Context: an optimization exercise on an open-source flow, tuned for small area, a short achievable clock period and few clock cycles. The choices shown serve that exercise and are no tape-out recipe.
Function was checked by simulation only, so behaviour that the tests miss may differ from the original.
No activity file was given, so power comes from the tool's default toggle rates.

--- flow/design.v ---
`default_nettype none
package cfc_pkg;
   localparam int SYMBOL_BITS = 7;
   localparam int OCC_BITS    = 16;
   localparam logic [SYMBOL_BITS-1:0] QUOTE_CODE = 7'd34;
   typedef enum logic {
      CMD_COUNT = 1'b0,
      CMD_FETCH = 1'b1
   } cmd_type;
   typedef struct packed {
      cmd_type                cmd;
      logic [SYMBOL_BITS-1:0] symbol;
   } item_type;
   typedef struct packed {
      logic     valid;
      item_type item;
   } head_type;
   localparam int HEAD_BITS = 1 + 1 + SYMBOL_BITS;
endpackage
`default_nettype wire
`default_nettype none
module cfc_front
#(
   parameter int ALPHABET_SIZE = 128
) (
   input  wire logic                   clock,
   input  wire logic                   reset,
   input  wire logic                   start,
   input  wire logic                   req_op,
   input  wire logic [cfc_pkg::SYMBOL_BITS-1:0] req_symbol,
   output logic                        s2_cnt,
   output logic                        s2_fet,
   output logic                        s2_clr,
   output logic                        s2_found,
   output logic                        s2_last,
   output logic [cfc_pkg::SYMBOL_BITS-1:0]      s2_code
);
   localparam int N  = 128;
   localparam int SB = cfc_pkg::SYMBOL_BITS;
   logic          s1_v;
   logic          s1_op;
   logic [SB-1:0] s1_sym;
   logic [7:0]    s1_hi;      
   logic [15:0]   s1_lo;      
   always_ff @(posedge clock) begin
      if (reset) begin
         s1_v <= 1'b0;
      end else begin
         s1_v <= start;
      end
      s1_op  <= req_op;
      s1_sym <= req_symbol;
      for (int k = 0; k < 8; k++) begin
         s1_hi[k] <= (req_symbol[6:4] == 3'(k));
      end
      for (int k = 0; k < 16; k++) begin
         s1_lo[k] <= (req_symbol[3:0] == 4'(k));
      end
   end
   logic [N-1:0]  rem_ff;
   logic          cur_act_ff;
   logic [SB-1:0] cur_h_ff;
   logic [SB:0]   rcnt_ff;
   logic          radd_ff;
   logic          rf_ff, rm_ff;
   logic          cnt;
   logic          fet;
   logic [N-1:0]  dec;
   logic          behind;
   logic          r_hit;
   logic          r_add;
   always_comb begin
      cnt = s1_v && (s1_op == cfc_pkg::CMD_COUNT) &&
            (s1_sym != '0) && (s1_sym != cfc_pkg::QUOTE_CODE);
      fet = s1_v && (s1_op == cfc_pkg::CMD_FETCH);
      for (int i = 0; i < N; i++) begin
         dec[i] = s1_hi[i / 16] && s1_lo[i % 16];
      end
      behind = cur_act_ff && (s1_sym <= cur_h_ff);
      r_hit  = |(rem_ff & dec);
      r_add  = !behind && !r_hit;
   end
   localparam int NG = 8;
   localparam int GS = 16;
   logic [NG-1:0]    gany_ff;
   logic [NG-1:0]    gsel;           
   logic [NG-1:0]    lmore;          
   logic [NG*4-1:0]  lidx;           
   logic [N-1:0]     rest;           
   logic [N-1:0]     rem_next;
   logic [NG-1:0]    gany_next;
   logic [SB-1:0]    t_hit;
   always_comb begin
      for (int g = 0; g < NG; g++) begin
         gsel[g] = gany_ff[g];
         for (int k = 0; k < g; k++) begin
            gsel[g] = gsel[g] && !gany_ff[k];
         end
      end
   end
   for (genvar g = 0; g < NG; g++) begin : g_grp
      logic [GS-1:0] r;
      logic [GS-1:0] pre [5];
      logic [GS-1:0] a_any [5];
      logic [GS*4-1:0] a_idx [5];
      assign r = rem_ff[g*GS +: GS];
      always_comb begin
         pre[0] = r;
         for (int l = 1; l < 5; l++) begin
            for (int i = 0; i < GS; i++) begin
               if (((i >> (l - 1)) & 1) == 1) begin
                  pre[l][i] = pre[l-1][i] | pre[l-1][((i >> (l - 1)) << (l - 1)) - 1];
               end else begin
                  pre[l][i] = pre[l-1][i];
               end
            end
         end
      end
      always_comb begin
         for (int l = 0; l < 5; l++) begin
            a_any[l] = '0;
            a_idx[l] = '0;
         end
         a_any[0] = r;
         for (int l = 1; l < 5; l++) begin
            for (int n = 0; n < (GS >> l); n++) begin
               a_any[l][n] = a_any[l-1][2*n] | a_any[l-1][2*n+1];
               for (int b = 0; b < 4; b++) begin
                  if (b < l - 1) begin
                     a_idx[l][n*4+b] = a_any[l-1][2*n] ? a_idx[l-1][2*n*4+b]
                                                       : a_idx[l-1][(2*n+1)*4+b];
                  end
               end
               a_idx[l][n*4+l-1] = !a_any[l-1][2*n];
            end
         end
      end
      assign rest[g*GS +: GS] = r & {pre[4][GS-2:0], 1'b0};
      assign lmore[g]         = |rest[g*GS +: GS];
      assign lidx[g*4 +: 4]   = a_idx[4][3:0];
      assign rem_next[g*GS +: GS] = gsel[g] ? rest[g*GS +: GS] : r;
      assign gany_next[g]     = gsel[g] ? lmore[g] : gany_ff[g];
   end
   always_comb begin
      t_hit = '0;
      for (int g = 0; g < NG; g++) begin
         if (gsel[g]) begin
            t_hit = t_hit | {3'(g), lidx[g*4 +: 4]};
         end
      end
   end
   logic          found;
   logic          more;
   logic          three;
   logic [SB-1:0] hit;
   logic [SB:0]   rcnt_p1;
   assign found   = rf_ff;
   assign more    = rm_ff;
   assign three   = (rcnt_ff >= (SB+1)'(3)) || (radd_ff && (rcnt_ff == (SB+1)'(2)));
   assign hit     = t_hit;
   assign rcnt_p1 = rcnt_ff + (SB+1)'(radd_ff);
   always_ff @(posedge clock) begin
      if (reset) begin
         rem_ff     <= '0;
         gany_ff    <= '0;
         cur_act_ff <= 1'b0;
         rcnt_ff    <= '0;
         radd_ff    <= 1'b0;
         rf_ff      <= 1'b0;
         rm_ff      <= 1'b0;
         s2_cnt     <= 1'b0;
         s2_fet     <= 1'b0;
         s2_clr     <= 1'b0;
      end else begin
         s2_cnt <= cnt;
         s2_fet <= fet;
         s2_clr <= fet && found && !more;
         rcnt_ff <= rcnt_p1;
         radd_ff <= 1'b0;
         if (fet) begin
            cur_act_ff <= found && more;
            if (found && more) begin
               rem_ff  <= rem_next;
               gany_ff <= gany_next;
               rcnt_ff <= rcnt_p1 - (SB+1)'(1);
               rm_ff   <= three;
            end else if (found) begin
               rem_ff  <= '0;
               gany_ff <= '0;
               rcnt_ff <= '0;
               rf_ff   <= 1'b0;
            end
         end else if (cnt && !behind) begin
            rem_ff  <= rem_ff | dec;
            gany_ff <= gany_ff | s1_hi;
            rf_ff   <= 1'b1;
            rm_ff   <= rm_ff || (rf_ff && r_add);
            radd_ff <= r_add;
         end
      end
      if (fet) begin
         cur_h_ff <= hit;
      end
      s2_code  <= fet ? hit : s1_sym;
      s2_found <= found;
      s2_last  <= found && !more;
   end
endmodule
`default_nettype wire
`default_nettype none
module cfc_back
#(
   parameter int ALPHABET_SIZE = 128,
   parameter int COUNT_BITS    = 16
) (
   input  wire logic                   clock,
   input  wire logic                   reset,
   input  wire logic                   s2_cnt,
   input  wire logic                   s2_fet,
   input  wire logic                   s2_clr,
   input  wire logic                   s2_found,
   input  wire logic                   s2_last,
   input  wire logic [cfc_pkg::SYMBOL_BITS-1:0] s2_code,
   output logic                        rsp_strobe,
   output logic                        rsp_found,
   output logic [cfc_pkg::SYMBOL_BITS-1:0]      rsp_char_code,
   output logic [cfc_pkg::OCC_BITS-1:0]         rsp_occurrences,
   output logic                        rsp_last_entry
);
   localparam int N  = 128;
   localparam int G  = 4;           
   localparam int GW = N / G;       
   localparam int SB = cfc_pkg::SYMBOL_BITS;
   localparam int CB = COUNT_BITS;
   logic [N*CB-1:0] store;
   logic [G*CB-1:0] part;
   logic [GW-1:0]   lsel;
   always_comb begin
      for (int j = 0; j < GW; j++) begin
         lsel[j] = (s2_code[4:0] == 5'(j));
      end
      part = '0;
      for (int g = 0; g < G; g++) begin
         for (int j = 0; j < GW; j++) begin
            if ((g * GW + j) != 0 && (g * GW + j) != 34) begin
               part[g*CB +: CB] = part[g*CB +: CB] |
                                  ({CB{lsel[j]}} & store[(g*GW+j)*CB +: CB]);
            end
         end
      end
   end
   logic [G*CB-1:0] s3_part;
   logic            s3_cnt, s3_fet, s3_clr, s3_found, s3_last;
   logic [SB-1:0]   s3_code;
   logic            s4_cnt, s4_clr;
   logic [SB-1:0]   s4_code;
   logic [CB-1:0]   s4_val;
   logic [CB-1:0]   s4_inc;
   logic            s5_cnt, s5_clr;
   logic [SB-1:0]   s5_code;
   logic [7:0]      s5_hi;      
   logic [15:0]     s5_lo;      
   logic [CB-1:0]   s5_wd;
   logic            s6_cnt, s6_clr;
   logic [SB-1:0]   s6_code;
   logic [CB-1:0]   s6_wd;
   logic [CB-1:0]   rd;
   logic [CB-1:0]   val;
   always_comb begin
      rd = '0;
      for (int g = 0; g < G; g++) begin
         rd = rd | ({CB{s3_code[6:5] == 2'(g)}} & s3_part[g*CB +: CB]);
      end
      s4_inc = (s4_val == '1) ? s4_val : s4_val + CB'(1);
      if (s4_cnt && (s4_code == s3_code)) begin
         val = s4_inc;
      end else if (s4_clr) begin
         val = '0;
      end else if (s5_cnt && (s5_code == s3_code)) begin
         val = s5_wd;
      end else if (s5_clr) begin
         val = '0;
      end else if (s6_cnt && (s6_code == s3_code)) begin
         val = s6_wd;
      end else if (s6_clr) begin
         val = '0;
      end else begin
         val = rd;
      end
   end
   logic            s5_wipe;
   for (genvar i = 0; i < N; i++) begin : g_entry
      if (i == 0 || i == 34) begin : g_none
         assign store[i*CB +: CB] = '0;
      end else begin : g_word
         always_ff @(posedge clock) begin
            if (s5_wipe || (s5_hi[i / 16] && s5_lo[i % 16])) begin
               store[i*CB +: CB] <= s5_wd;
            end
         end
      end
   end
   logic            o_strobe, o_found, o_last;
   logic [SB-1:0]   o_code;
   logic [CB-1:0]   o_occ;
   always_ff @(posedge clock) begin
      if (reset) begin
         s3_cnt   <= 1'b0;
         s3_fet   <= 1'b0;
         s3_clr   <= 1'b0;
         s4_cnt   <= 1'b0;
         s4_clr   <= 1'b0;
         s5_cnt   <= 1'b0;
         s5_clr   <= 1'b0;
         s6_cnt   <= 1'b0;
         s6_clr   <= 1'b0;
         o_strobe <= 1'b0;
      end else begin
         s3_cnt   <= s2_cnt;
         s3_fet   <= s2_fet;
         s3_clr   <= s2_clr;
         s4_cnt   <= s3_cnt;
         s4_clr   <= s3_clr;
         s5_cnt   <= s4_cnt;
         s5_clr   <= s4_clr;
         s6_cnt   <= s5_cnt;
         s6_clr   <= s5_clr;
         o_strobe <= s3_fet;
      end
      s3_part  <= part;
      s3_found <= s2_found;
      s3_last  <= s2_last;
      s3_code  <= s2_code;
      s4_code  <= s3_code;
      s4_val   <= val;
      s5_code  <= s4_code;
      for (int k = 0; k < 8; k++) begin
         s5_hi[k] <= s4_cnt && (s4_code[6:4] == 3'(k));
      end
      for (int k = 0; k < 16; k++) begin
         s5_lo[k] <= (s4_code[3:0] == 4'(k));
      end
      s5_wipe  <= reset || s4_clr;
      s5_wd    <= (reset || s4_clr) ? '0 : s4_inc;
      s6_code  <= s5_code;
      s6_wd    <= s5_wd;
      o_found <= s3_fet && s3_found;
      o_last  <= s3_fet && s3_last;
      o_code  <= s3_fet ? s3_code : '0;
      o_occ   <= s3_fet ? val : '0;
   end
   assign rsp_strobe      = o_strobe;
   assign rsp_found       = o_found;
   assign rsp_char_code   = o_code;
   assign rsp_occurrences = o_occ;
   assign rsp_last_entry  = o_last;
endmodule
`default_nettype wire
`default_nettype none
module character_frequency_count_top
#(
   parameter int ALPHABET_SIZE = 128,
   parameter int COUNT_BITS    = 16
) (
   input  wire logic                   clock,
   input  wire logic                   reset,
   input  wire logic                   start,
   output logic                        busy,
   input  wire logic                   req_op,
   input  wire logic [cfc_pkg::SYMBOL_BITS-1:0] req_symbol,
   output logic                        rsp_strobe,
   output logic                        rsp_found,
   output logic [cfc_pkg::SYMBOL_BITS-1:0]      rsp_char_code,
   output logic [cfc_pkg::OCC_BITS-1:0]         rsp_occurrences,
   output logic                        rsp_last_entry
);
   logic                            s2_cnt;
   logic                            s2_fet;
   logic                            s2_clr;
   logic                            s2_found;
   logic                            s2_last;
   logic [cfc_pkg::SYMBOL_BITS-1:0] s2_code;
   assign busy = 1'b0;
   cfc_front #(
      .ALPHABET_SIZE(ALPHABET_SIZE)
   ) u_front (
      .clock      (clock),
      .reset      (reset),
      .start      (start),
      .req_op     (req_op),
      .req_symbol (req_symbol),
      .s2_cnt     (s2_cnt),
      .s2_fet     (s2_fet),
      .s2_clr    (s2_clr),
      .s2_found   (s2_found),
      .s2_last    (s2_last),
      .s2_code    (s2_code)
   );
   cfc_back #(
      .ALPHABET_SIZE(ALPHABET_SIZE),
      .COUNT_BITS   (COUNT_BITS)
   ) u_back (
      .clock           (clock),
      .reset           (reset),
      .s2_cnt          (s2_cnt),
      .s2_fet          (s2_fet),
      .s2_clr         (s2_clr),
      .s2_found        (s2_found),
      .s2_last         (s2_last),
      .s2_code         (s2_code),
      .rsp_strobe      (rsp_strobe),
      .rsp_found       (rsp_found),
      .rsp_char_code   (rsp_char_code),
      .rsp_occurrences (rsp_occurrences),
      .rsp_last_entry  (rsp_last_entry)
   );
endmodule
`default_nettype wire
--- flow/constraint.sdc ---
create_clock -name core_clock -period 5.5 [get_ports {clock}]
set_input_delay 1.1000 -clock core_clock [delete_from_list [all_inputs] [get_ports {clock}]]
set_output_delay 1.1000 -clock core_clock [all_outputs]
set_load 0.01 [all_outputs]
--- flow/config.mk ---
export PLATFORM = sky130hd
export DESIGN_NAME = character_frequency_count_top
export DESIGN_NICKNAME = character_frequency_count_top
export VERILOG_FILES = /design/flow/design.v
export SDC_FILE = /design/flow/constraint.sdc
export NUM_CORES = 4
export LEC_CHECK = 0
export CAP_MARGIN = 20
export CORE_MARGIN = 2
export CORE_UTILIZATION = 64
export CTS_CLUSTER_DIAMETER = 60
export CTS_CLUSTER_SIZE = 30
export PLACE_DENSITY = 0.76
export SETUP_SLACK_MARGIN = 3.8
export SLEW_MARGIN = 20
export TNS_END_PERCENT = 0
--- flow/run.sh ---
#!/bin/bash
# synth_recipe.tcl (not shown) runs the flow's synth.tcl, then flattens the netlist and writes it again
# the make line also repeats each setting of config.mk as NAME=value (left out here)
make -C /OpenROAD-flow-scripts/flow DESIGN_CONFIG=/design/flow/config.mk WORK_HOME=/design/flow/orfs CLKGATE_MAP_FILE= SYNTH_SCRIPT=/design/flow/synth_recipe.tcl finish
==> impl_results.md <==
- WL final: between 300000 and 400000 um
- Min Tclk post-route: 2.63 ns
- Compound-Gate Fraction of Synth Area: 14.3%
- Pint: between 30000 and 40000 uW
- Setup violators final: 0
- Clock Skews: 0.0380 ns
- Arrival time worst endpoint: roughly 3.3 ns
- Class of the worst hold path: reg -> reg
- Number of global-route vias before repair: 54900
- Switching Fraction: 26.1%
- Seq/Total Area, Yosys: 76.6%
- Startpoint types: flip-flop
- Area of the core: between 100000 and 150000 um^2
- Gr ovfl total: 0
- Peak supply drop: 0.427 mV
- Fin. Hold Viols: 0
- Top Ports: 38
- Total negative slack: 0 ns
- Power Total: 41000 uW
- P_sw: 10700 uW
- Worst skew pair latency: 0.82 ns
- Commonest non-fill, non-tap cell in the layout: edfxtp_1
- Nets: 5767
- Synthesis Warnings: 27
- Mux share of post-synthesis cell area: 0.723%
- Mapped cell area: between 80000 and 90000 um^2
- Post-Synth Adder-Cell Area: less than 1%
- CP Capture Type: flip-flop
- Root buffer cell: clkbuf_16
- Power share of the sequential group: 63.1%
- Library cells used by synthesis: 84
- Xor/xnor share of the synthesized area: 0.371%
- Number of flops mapped to enable cells by yosys: 2023
- Initial antenna violation count: 14
- DRC: 0
- Clock Power Share: 29.1%
- Synthesized-area fraction occupied by and/or/nand/nor cells: roughly 6%
- Period utilization: 47.9%
- Max-cap viol count: 0
- Die ar.: 143000 um^2
- DR pass1 iterations: 7
- Htree depth: 4
- CP max stage delay: 0.59 ns
- All-Layer GR Usage: 41.5%
- PwrDens: slightly above 400 nW/um^2
- Num rows: 137
- Clk sinks: 2418
- CTS tree: built
- Register Area: just under 70000 um^2
- Slew @ Worst Pin: 1.26 ns
- DRT antenna net count: 0
- RSZ-0062 raised after global routing: yes
- Most frequent cells in the layout: 2023 x edfxtp_1, 635 x a22oi_1, 341 x dfxtp_1
- Fmax achieved: 0.380 GHz
- Cells along the critical path: nand3b_1, buf_6, nor2_4, buf_4, buf_4, a22oi_1, nand4_1, or4_1
- Chip Width: 378 um
- Synthesized area per cell: 15.9 um^2
- Cells after synthesis: 5649
- DP Worst Slack: 2.05 ns
- Family with the most delay on the worst path: simple AND/OR/NAND/NOR gates
- Outcome: complete, no violations
- Largest net degree at the start of global routing: 105
- Fillers: 8531
- DR WL/cell: 39.8 um
- Synthesis-to-layout area growth: 11.1%
- Fraction of layout cells with a size suffix above 1: 13.7%
- CTS clk-pin slew, worst paths: 0.10 ns
- RD Place Congestion: 0.973
- Crit path required time: 6.19 ns
- Slew Limit Fails: 0
- WHS: between 0.3 and 0.4 ns
- R2R setup slack: 2.87 ns
- Vias: a little over 60000
- Clock buffer count from CTS: around 140
- First-pass GRT wire length: between 400000 and 500000 um
- Yosys reg bits: 2418
- Crit-path most repeated cell: buf_4
- Crit path max fanout: 10
- Max Buffers Root-to-Sink: 3
- Fraction of registers with async set or reset after synthesis: 0%
- Via-per-instance ratio: 7.79
- WS Path Type: reg -> reg
- Die Ht: 378 um
- Buf/Inv on CP: 3
- Multi-input gate area: between 20000 and 25000 um^2
- Syn nets: 5671
- Slew margin rel.: 16.3%
- Synth Flop Type: edfxtp_1
- Combinational family with the most area after synthesis: compound AO/OA/AOI/OAI gates
- Dpl hpwl: 161000 um
- P_leak: 0.0350 uW
- Logic pwr share: 7.8%
- Port bufs: 36
- Initial core utilization: between 60 and 70%
- Fin worst setup slack: 2.87 ns
- Slowest CP cell: or4_1
- Iteration-0 DRC count of the detailed router: between 10000 and 15000
cell families (layout without fill, tap and decap cells):
kind of cell	Yosys count	count (layout)
buffers and inverters	420	620
adder cells (fa/ha/maj)	28	28
AO/OA/AOI/OAI	1730	1730
multiplexers	42	42
XOR/XNOR	38	38
other	1	16
AND/OR/NAND/NOR	972	977
flip-flops	2418	2418
synthesized netlist by cell type (16+ instances only):
master,count,area (um^2)
nand4_1,153,957
a22o_1,203,1780
and2_1,31,194
mux2_2,22,248
nand3_1,155,776
nand2_1,85,319
nor3_1,118,591
nand2b_1,24,150
a21o_1,135,1010
dfxtp_1,395,7910
a31oi_1,30,188
a222oi_1,40,400
mux4_2,16,360
and3_1,16,100
nor2_1,187,702
buf_1,29,109
a221oi_1,195,1710
inv_1,43,161
o22ai_1,27,169
o21ai_0,95,475
or4_1,46,345
nor2b_1,39,244
edfxtp_1,2023,60700
nor4_1,20,125
xor2_1,18,158
a22oi_1,635,4770
a21oi_1,213,1070
clkbuf_1,323,1210
maj3_1,16,160
a211oi_1,67,503
buf_2,22,110
or3_1,48,300
xnor2_1,20,175
timing repair:
item                       4_1_cts  5_1_grt
hold buffers                     0        0
buffers inserted                49       52
pin swaps                       30       47
setup endpoints to repair     3450     3439
cloned                           4       12
resized for setup              123      132
area by class of cell:
cell class / count / area share (%)
Clock buffer: 157 / 3.74
Tap cell: 1876 / 2.36
Multi-Input combinational cell: 2816 / 20.4
Timing Repair Buffer: 328 / 3.10
Inverter: 43 / 0.162
Clock inverter: 92 / 1.15
Sequential cell: 2418 / 69.1
Antenna cell: 15 / 0.0377
sequential cells by signal, summed over array words and instances, names as in the netlist, 8 cells and up:
register	cells
u_front.rcnt_ff	8
u_front.rem_ff	128
u_back.s4_val	16
u_back.s5_hi	8
u_back.s5_wd	16
u_front.s1_hi	8
u_front.gany_ff	8
u_back.o_occ	16
u_back.store	2016
u_back.s5_lo	16
u_back.s3_part	64
u_front.s1_lo	16
u_back.s6_wd	16
stage by stage:
stage	instance area, um^2	cells	utilization, %
after floorplan	89800	5649	-
after global routing	99600	7734	71.4
final	99600	7745	71.5
after CTS	98500	7664	70.7
after detailed placement	92900	7362	66.6
after global placement	92800	7361	66.6
metal layers:
metal	vias up	global-route usage [%]	routed length [um]
met2	6439	60.0	131000
met3	1310	14.4	55200
met4	18	23.2	21700
li1	23300	-	-
met5	-	0.480	301
met1	29200	55.4	99700
worst paths after layout:
| kind | from | endpoint | cells past startpoint |
|---|---|---|---|
| worst max-delay path | u_front.s2_code[3] | u_back.s3_part[16] | 8 |
| worst min-delay path | u_front.s2_found | u_back.s3_found | 0 |
| worst max register to register | u_front.s2_code[3] | u_back.s3_part[16] | 8 |
| worst min register to register | u_front.s2_found | u_back.s3_found | 0 |
power groups by stage:
stage,logic [uW],clock network (uW),registers [uW]
2_1_floorplan,1260,0,25400
3_3_place_gp,2800,0,25800
3_5_place_dp,2870,0,26000
4_1_cts,2950,11900,25600
5_1_grt,3250,12500,26000
6_report,3210,11900,25900
Testbench counts, summed over its fixed seeds: cycles 73,554.

==> afterwards: timing with drivers on the ports <==
How much do the figures lean on ideal ports? The routed layout below was timed once more, with nothing changed but the port constraints. Step 1: set_driving_cell puts a clkbuf_16 on clock and a buf_2 on each other input, an assumption about the parent block. Step 2, shift: input delay + t, output delay - t, t = (earliest + latest rising clock arrival at the registers) / 2. This alone moves slack from input paths to output paths. a / b / c = ideal / step 1 / step 2; a / b = the first two.
t, ns: 0.879
setup slack, ns: 2.867 / 2.867 / 2.867
clock arrival spread, ns: 0.051 / 0.051
After both steps setup and hold are still met in this run. For this run, drivers alone change the setup slack by 0.000 ns; drivers and shift together by 0.000 ns.
